Context: an optimization exercise on an open-source flow, tuned for small area, a short achievable clock period and few clock cycles per item. The choices shown serve that exercise and are no tape-out recipe.
The RTL was checked by simulation tests, not by an equivalence proof against the original design.
No activity file was given, so power comes from the tool's default toggle rates.

<file path="flow/design.v">
module riscv_multicycle #(
  parameter int unsigned  N        = 32,
  parameter logic [N-1:0] RESET_PC = '0
) (
  input  logic                clk,
  input  logic                rst,
  output logic                mem_req,
  output logic                mem_we,
  output logic [N-1:0]        mem_addr,
  output logic [N-1:0]        mem_wdata,
  input  logic [N-1:0]        mem_rdata,
  input  logic                mem_ready,
  output logic                retire,
  output logic                trap,
  output logic [N-1:0]        pc_out
);
  localparam logic [6:0] OP_LOAD   = 7'b0000011;
  localparam logic [6:0] OP_STORE  = 7'b0100011;
  localparam logic [6:0] OP_R      = 7'b0110011;
  localparam logic [6:0] OP_IMM    = 7'b0010011;
  localparam logic [6:0] OP_BRANCH = 7'b1100011;
  localparam logic [6:0] OP_JAL    = 7'b1101111;
  localparam logic [N-1:0] PC_INIT = RESET_PC - N'(4);
  logic [N-1:1] r_pc;      
  logic [N-1:0] r_a;       
  logic [N-1:0] r_b;       
  logic [20:0]  r_imm;     
  logic [4:0]   r_rd;
  logic         r_st, r_ld, r_br, r_jal, r_wb, r_sub, r_and, r_or, r_slt;
  logic         r_dm;      
  logic         r_ret;     
  logic         r_ill;     
  logic [N-1:0] r_rf [1:31];
  logic [31:1]  r_v;       
  logic [N-1:0] w_imm, w_pc, w_pc4, w_tgt, w_daddr, w_npc;
  logic [N-1:0] w_sum, w_alu, w_res;
  logic         w_take, w_lt;
  assign w_imm   = {{(N-21){r_imm[20]}}, r_imm};
  assign w_pc    = {r_pc, 1'b0};
  assign w_pc4   = w_pc + N'(4);
  assign w_tgt   = w_pc + {w_imm[N-1:1], 1'b0};
  assign w_daddr = r_a + w_imm;
  assign w_take  = r_jal | (r_br & (r_a == r_b));
  assign w_npc   = w_take ? w_tgt : w_pc4;
  assign w_sum = r_a + (r_sub ? ~r_b : r_b) + N'(r_sub);
  assign w_lt  = (r_a[N-1] ^ r_b[N-1]) ? r_a[N-1] : w_sum[N-1];
  always_comb begin
    if (r_and)      w_alu = r_a & r_b;
    else if (r_or)  w_alu = r_a | r_b;
    else if (r_slt) w_alu = {{(N-1){1'b0}}, w_lt};
    else            w_alu = w_sum;
  end
  assign w_res = r_jal ? w_pc4 : w_alu;
  assign mem_req   = ~r_ill;
  assign mem_we    = r_dm & r_st;
  assign mem_addr  = r_dm ? w_daddr : w_npc;
  assign mem_wdata = r_b;
  assign retire    = r_ret;
  assign trap      = r_ill;
  assign pc_out    = w_pc4;
  logic w_facc, w_dacc;
  assign w_facc = mem_ready & ~r_dm & ~r_ill;
  assign w_dacc = mem_ready & r_dm;
  logic [6:0] d_op, d_f7;
  logic [2:0] d_f3;
  logic [4:0] d_rd, d_rs1, d_rs2;
  logic       d_ld, d_st, d_r, d_i, d_br, d_jal, d_alu3, d_legal;
  logic [20:0] d_imm;
  logic [N-1:0] d_immi;
  assign d_op  = mem_rdata[6:0];
  assign d_rd  = mem_rdata[11:7];
  assign d_f3  = mem_rdata[14:12];
  assign d_rs1 = mem_rdata[19:15];
  assign d_rs2 = mem_rdata[24:20];
  assign d_f7  = mem_rdata[31:25];
  assign d_alu3  = (d_f3 == 3'b000) || (d_f3 == 3'b111) || (d_f3 == 3'b110) || (d_f3 == 3'b010);
  assign d_ld    = (d_op == OP_LOAD)  && (d_f3 == 3'b010);
  assign d_st    = (d_op == OP_STORE) && (d_f3 == 3'b010);
  assign d_r     = (d_op == OP_R) && (((d_f7 == 7'b0000000) && d_alu3) ||
                                      ((d_f7 == 7'b0100000) && (d_f3 == 3'b000)));
  assign d_i     = (d_op == OP_IMM) && d_alu3;
  assign d_br    = (d_op == OP_BRANCH) && (d_f3 == 3'b000);
  assign d_jal   = (d_op == OP_JAL);
  assign d_legal = d_ld | d_st | d_r | d_i | d_br | d_jal;
  assign d_immi = {{(N-12){mem_rdata[31]}}, mem_rdata[31:20]};
  always_comb begin
    if (d_st)       d_imm = {{9{mem_rdata[31]}}, mem_rdata[31:25], mem_rdata[11:7]};
    else if (d_br)  d_imm = {{8{mem_rdata[31]}}, mem_rdata[31], mem_rdata[7], mem_rdata[30:25],
                             mem_rdata[11:8], 1'b0};
    else if (d_jal) d_imm = {mem_rdata[31], mem_rdata[19:12], mem_rdata[20], mem_rdata[30:21], 1'b0};
    else            d_imm = {{9{mem_rdata[31]}}, mem_rdata[31:20]};
  end
  logic         w_fwd1, w_fwd2;
  logic [31:1]  w_oh1, w_oh2;
  logic [N-1:0] w_opa, w_opb;
  assign w_fwd1 = r_wb && (d_rs1 == r_rd);
  assign w_fwd2 = r_wb && (d_rs2 == r_rd);
  always_comb begin
    for (int k = 1; k < 32; k++) begin
      w_oh1[k] = (d_rs1 == 5'(k)) && r_v[k] && !w_fwd1;
      w_oh2[k] = (d_rs2 == 5'(k)) && r_v[k] && !w_fwd2 && !d_i;
    end
    w_opa = {N{w_fwd1}} & w_res;
    w_opb = ({N{w_fwd2 && !d_i}} & w_res) | ({N{d_i}} & d_immi);
    for (int k = 1; k < 32; k++) begin
      w_opa = w_opa | ({N{w_oh1[k]}} & r_rf[k]);
      w_opb = w_opb | ({N{w_oh2[k]}} & r_rf[k]);
    end
  end
  logic         w_we;
  logic [N-1:0] w_wd;
  assign w_we = r_wb | (r_ld & w_dacc);
  assign w_wd = r_dm ? mem_rdata : w_res;
  always_ff @(posedge clk) begin
    for (int k = 1; k < 32; k++)
      if (w_we && r_rd == 5'(k)) r_rf[k] <= w_wd;
  end
  always_ff @(posedge clk or negedge rst) begin
    if (!rst) r_v <= '0;
    else
      for (int k = 1; k < 32; k++)
        if (w_we && r_rd == 5'(k)) r_v[k] <= 1'b1;
  end
  always_ff @(posedge clk) begin
    if (w_facc) begin
      r_a   <= w_opa;
      r_b   <= w_opb;
      r_imm <= d_imm;
      r_rd  <= d_rd;
    end
  end
  always_ff @(posedge clk or negedge rst) begin
    if (!rst) begin
      r_pc  <= PC_INIT[N-1:1];
      r_st  <= 1'b0;
      r_ld  <= 1'b0;
      r_br  <= 1'b0;
      r_jal <= 1'b0;
      r_wb  <= 1'b0;
      r_sub <= 1'b0;
      r_and <= 1'b0;
      r_or  <= 1'b0;
      r_slt <= 1'b0;
      r_dm  <= 1'b0;
      r_ret <= 1'b0;
      r_ill <= 1'b0;
    end else begin
      r_ret <= 1'b0;
      if (w_facc) begin
        r_pc  <= w_npc[N-1:1];
        r_st  <= d_st;
        r_ld  <= d_ld;
        r_br  <= d_br;
        r_jal <= d_jal;
        r_wb  <= (d_r | d_i | d_jal) && (d_rd != 5'd0);
        r_sub <= (d_r && d_f7[5]) || (d_f3 == 3'b010);
        r_and <= (d_f3 == 3'b111);
        r_or  <= (d_f3 == 3'b110);
        r_slt <= (d_f3 == 3'b010);
        r_dm  <= d_ld | d_st;
        r_ret <= d_r | d_i | d_br | d_jal;
        r_ill <= !d_legal;
      end else if (w_dacc) begin
        r_dm  <= 1'b0;
        r_ret <= 1'b1;
      end
    end
  end
endmodule
</file>
<file path="flow/run.sh">
#!/bin/bash
# synth_recipe.tcl (not shown) runs the flow's synth.tcl, then flattens the netlist and writes it again
# the make line also repeats each setting of config.mk as NAME=value (left out here)
make -C /OpenROAD-flow-scripts/flow DESIGN_CONFIG=/design/flow/config.mk WORK_HOME=/design/flow/orfs CLKGATE_MAP_FILE= SYNTH_SCRIPT=/design/flow/synth_recipe.tcl finish
</file>
<file path="flow/config.mk">
export PLATFORM = sky130hd
export DESIGN_NAME = riscv_multicycle
export DESIGN_NICKNAME = riscv_multicycle
export VERILOG_FILES = /design/flow/design.v
export SDC_FILE = /design/flow/constraint.sdc
export NUM_CORES = 4
export LEC_CHECK = 0
export CAP_MARGIN = 20
export CELL_PAD_IN_SITES_DETAIL_PLACEMENT = 1
export CORE_MARGIN = 2
export CORE_UTILIZATION = 25
export PLACE_DENSITY = 0.32
export SLEW_MARGIN = 20
</file>
<file path="flow/constraint.sdc">
create_clock -name core_clock -period 9.0 [get_ports {clk}]
set_input_delay 1.8000 -clock core_clock [delete_from_list [all_inputs] [get_ports {clk}]]
set_output_delay 1.8000 -clock core_clock [all_outputs]
set_load 0.01 [all_outputs]
</file>
==> impl_metrics.tcl <==
set metrics [dict create \
    setup.worst_path.start_class "register" \
    grt_pass1_wl_um 503000 \
    worst_slew_margin_rel 0.0988 \
    std_cell_rows 174 \
    fraction_of_the_yosys_area_taken_by_sequential_cells 0.605 \
    detail-route-antenna-nets 0 \
    clock_slew_seen_by_the_registers_of_the_worst_setup_and_hold_paths_ns 0.06 \
    hold_viol 0 \
    grt_antenna_before_repair 35 \
    timing.setup.critical_path_class "register to output port" \
    ctsResizeCount 0 \
    dieHeight_um 481 \
    groute.usage.overall 0.329 \
    avgRoutedWirePerCell_um 49.7 \
    worst_ep_arrival_time_ns 5.58 \
    max_cap_viol_count 0 \
    critPathCaptureType "output port" \
    clock_sink_count 1156 \
    share_of_synthesized_flip_flops_with_an_asynchronous_set_or_reset 0.0640 \
    power.ir.vdd_worst_mv 0.195 \
    detailed_routing_iteration_count_for_the_pre_antenna_repair_pass 10 \
    synth_area_leader_cell "sky130_fd_sc_hd__edfxtp_1" \
    residual_drc_count 0 \
    critical_path.max_fanout 6 \
    cts_max_path_buffers 3 \
    totalNegativeSetupSlack_ns 0 \
    synth.top_cells.by_count "1082 x sky130_fd_sc_hd__edfxtp_1, 532 x sky130_fd_sc_hd__a22oi_1, 270 x sky130_fd_sc_hd__nand2_1, 173 x sky130_fd_sc_hd__clkbuf_1, 170 x sky130_fd_sc_hd__o21ai_0" \
    cts_tree "done" \
    port-buffer-count 133 \
    p_leak_uw 0.0228 \
    synth_edf_count 1082 \
    detailed_route_via_count 50800 \
    area_delta_synth_final_pct 19.6 \
    synth_cells 4528 \
    cts_root_buf "sky130_fd_sc_hd__clkbuf_16" \
    final_net_count 4937 \
    ratio_of_routed_vias_to_standard_cells 6.45 \
    yosys_warnings 2 \
    rsz0062_at_grt "false" \
    grt_pass1_vias 49700 \
    routabilityCongestion 0.945 \
    cts_hold_buf 0 \
    layout_worst_path_cycle_share 0.820 \
    cellPowerDensity_nw_per_um2 173 \
    min_path_type "register to register" \
    io_pins 135 \
    synth.lib_cells_used.distinct 87 \
    grt_start_max_net_pins 45 \
    fmaxAchievable_mhz 136 \
    instances_no_fill 7869 \
    initialDrtViolationCount 8899 \
    core-area_um2 225000 \
    dp_hpwl_um 262000 \
    fin_crit_ns 7.38 \
    globalRouteOverflowTotal 0 \
    syn_nets 4723 \
    die-area_um2 231000 \
    finalInstanceArea_um2 67900 \
    final_report_setup_violation_count 0 \
    placed_cell_area_um2 63300 \
    htreeDepth 4 \
    yosys.area.top_type_share 0.572 \
    utilization 0.301 \
    horizontal_die_dimension_um 481 \
    share_of_post_route_cells_with_drive_strength_above_1 0.147 \
    top_layer "met5" \
    placedCellCount 7589 \
    initial_utilization 0.252 \
    dr_wl_met2_um 178000 \
    ys_ff_latch 1156 \
    critPathRequiredTime_ns 7.20 \
    slew_violations 0 \
    met1_length_um 150000 \
    setup_bufs_post_cts 0 \
    worstSkewPairLatency_ns 0.85 \
    synth_top_flop_cell "sky130_fd_sc_hd__edfxtp_1" \
    synthMostInstantiatedCell "sky130_fd_sc_hd__edfxtp_1" \
    syn-mean-instance-area_um2 12.5 \
    clock-skew-final_ns 0.0419 \
    routed_wirelength_um 391000 \
    max_slew.worst_pin.slew_ns 1.34 \
    synth.top_cells.by_area "sky130_fd_sc_hd__edfxtp_1 57%, sky130_fd_sc_hd__a22oi_1 7.0%, sky130_fd_sc_hd__ha_1 3.5%, sky130_fd_sc_hd__a221oi_1 2.2%, sky130_fd_sc_hd__a222oi_1 2.0%" \
    netlist_area_um2 56800 \
    met3_wirelength_um 36000 \
    run_status "no timing/DRC/antenna violations" \
    tritoncts.num_buffers 143 \
]
metrics by stage:
stage	hold slack (ns)	power (µW)	setup WS, ns
floorplan	0.442	5930	3.72
global placement	0.475	6020	1.04
detailed placement	0.483	6020	1.53
CTS	0.495	11800	1.46
global route	0.543	12000	1.26
finish	0.487	11800	1.62
report_power, final:
part / switching (µW) / leakage [µW] / total [µW] / internal, µW
Clock: 2590 / 0.00222 / 5850 / 3260
Combinational: 95.1 / 0.0100 / 122 / 26.9
Sequential: 0.000000000000134 / 0.0106 / 5790 / 5790
layout make-up:
cell class	instances	area (µm²)
clock buffer	177	3770
timing repair buffer	383	3400
clock inverter	86	777
fill	24100	157000
sequential	1156	34400
multi-input combinational	2939	21300
antenna	17	42.5
inverter	119	450
tap	2992	3740
cell usage in the layout, fill, tap and decap left out, types with 31 or more instances in the layout:
| cell | synthesis | final |
|---|---|---|
| sky130_fd_sc_hd__nor3_1 | 78 | 72 |
| sky130_fd_sc_hd__a222oi_1 | 113 | 113 |
| sky130_fd_sc_hd__clkdlybuf4s50_1 | 0 | 132 |
| sky130_fd_sc_hd__nand4_1 | 169 | 169 |
| sky130_fd_sc_hd__buf_4 | 7 | 236 |
| sky130_fd_sc_hd__nor2_1 | 165 | 130 |
| sky130_fd_sc_hd__nor2_4 | 0 | 31 |
| sky130_fd_sc_hd__dfrtp_1 | 44 | 41 |
| sky130_fd_sc_hd__a22oi_1 | 532 | 532 |
| sky130_fd_sc_hd__nand3_1 | 113 | 112 |
| sky130_fd_sc_hd__o21ai_0 | 170 | 158 |
| sky130_fd_sc_hd__ha_1 | 157 | 157 |
| sky130_fd_sc_hd__xnor2_1 | 59 | 58 |
| sky130_fd_sc_hd__a22o_1 | 121 | 121 |
| sky130_fd_sc_hd__a21o_1 | 45 | 44 |
| sky130_fd_sc_hd__clkbuf_16 | 0 | 145 |
| sky130_fd_sc_hd__or2_2 | 37 | 37 |
| sky130_fd_sc_hd__a21oi_1 | 161 | 149 |
| sky130_fd_sc_hd__inv_1 | 115 | 114 |
| sky130_fd_sc_hd__a221oi_1 | 141 | 140 |
| sky130_fd_sc_hd__xor2_1 | 73 | 71 |
| sky130_fd_sc_hd__edfxtp_1 | 1082 | 1082 |
| sky130_fd_sc_hd__nand2_1 | 270 | 270 |
flip-flops by register name (all words and copies together) (netlist names), 5 cells and up:
register and flops:
r_a 32, r_v 31, r_pc 31, r_b 32, r_imm 21, r_rf 992, r_rd 5
cell families (layout without fill, tap and decap cells):
kind of cell	count (synthesis)	after routing	share of synthesized area
simple gates	1067	1067	0.0962
buf+inv	433	765	0.0322
fa+ha+maj	160	160	0.0357
xor+xnor	132	132	0.0204
other cells	1	18	0.0000660
flops	1156	1156	0.605
compound gates	1536	1536	0.202
mux	43	43	0.00798
routing by layer:
metal | vias up | global-route usage
li1 | 19000 | -
met1 | 26800 | 0.404
met2 | 3842 | 0.526
met3 | 1108 | 0.0777
met4 | 12 | 0.191
met5 | - | 0
critical path, cell delays in order, from the launching register on:
cell                              delay [ns]
sky130_fd_sc_hd__edfxtp_1               0.69
sky130_fd_sc_hd__ha_1                   0.54
sky130_fd_sc_hd__o21ai_0                0.16
sky130_fd_sc_hd__a2111oi_0              0.88
sky130_fd_sc_hd__nor3b_1                0.14
sky130_fd_sc_hd__a21oi_1                0.24
sky130_fd_sc_hd__a31oi_1                0.27
sky130_fd_sc_hd__nor3_1                 0.37
sky130_fd_sc_hd__o41a_1                 0.27
sky130_fd_sc_hd__nand3_1                0.13
sky130_fd_sc_hd__mux2i_1                0.14
sky130_fd_sc_hd__a31oi_1                0.30
sky130_fd_sc_hd__clkdlybuf4s50_1        0.62
path summary, 6_finish.rpt:
| kind | cells past startpoint | slack (ns) | start | end |
|---|---|---|---|---|
| max in group asynchronous | 2 | 6.85 | rst | r_dm$_DFFE_PN0P_ |
| setup reg to reg | 13 | 3.01 | r_sub$_DFFE_PN0P_ | r_a[0]$_DFFE_PP_ |
| hold / removal | 2 | 0.49 | r_br$_DFFE_PN0P_ | r_br$_DFFE_PN0P_ |
| hold reg to reg | 2 | 0.49 | r_br$_DFFE_PN0P_ | r_br$_DFFE_PN0P_ |
| setup / recovery | 12 | 1.62 | r_a[11]$_DFFE_PP_ | mem_addr[31] |
| min in group asynchronous | 1 | 0.92 | rst | r_v[24]$_DFFE_PN0P_ |
Testbench counts, summed over its fixed seeds: cycles 90,843, retired 72,013.

## re-timing with driven ports
In the flow no input, the clock included, has a driving cell. The finished layout below was timed again as built, in two steps. Step 1 sets driving cells, clkbuf_16 on the clock port and buf_2 on the other inputs (assumed; they add their load-dependent delay and slew). Step 2 also shifts input and output timing later by t, the mid clock arrival at the registers, as if the neighbouring blocks saw the same clock. Three values: ideal, step 1, step 2; two values: the first two.
t, ns: 0.915
slack for setup (ns): 1.621 / 1.532 / 1.180
cell pins on the clock port's net: 1
After both steps setup and hold are still met in this run. The setup slack of this run moves by -0.089 ns with the drivers and by -0.441 ns with both steps.
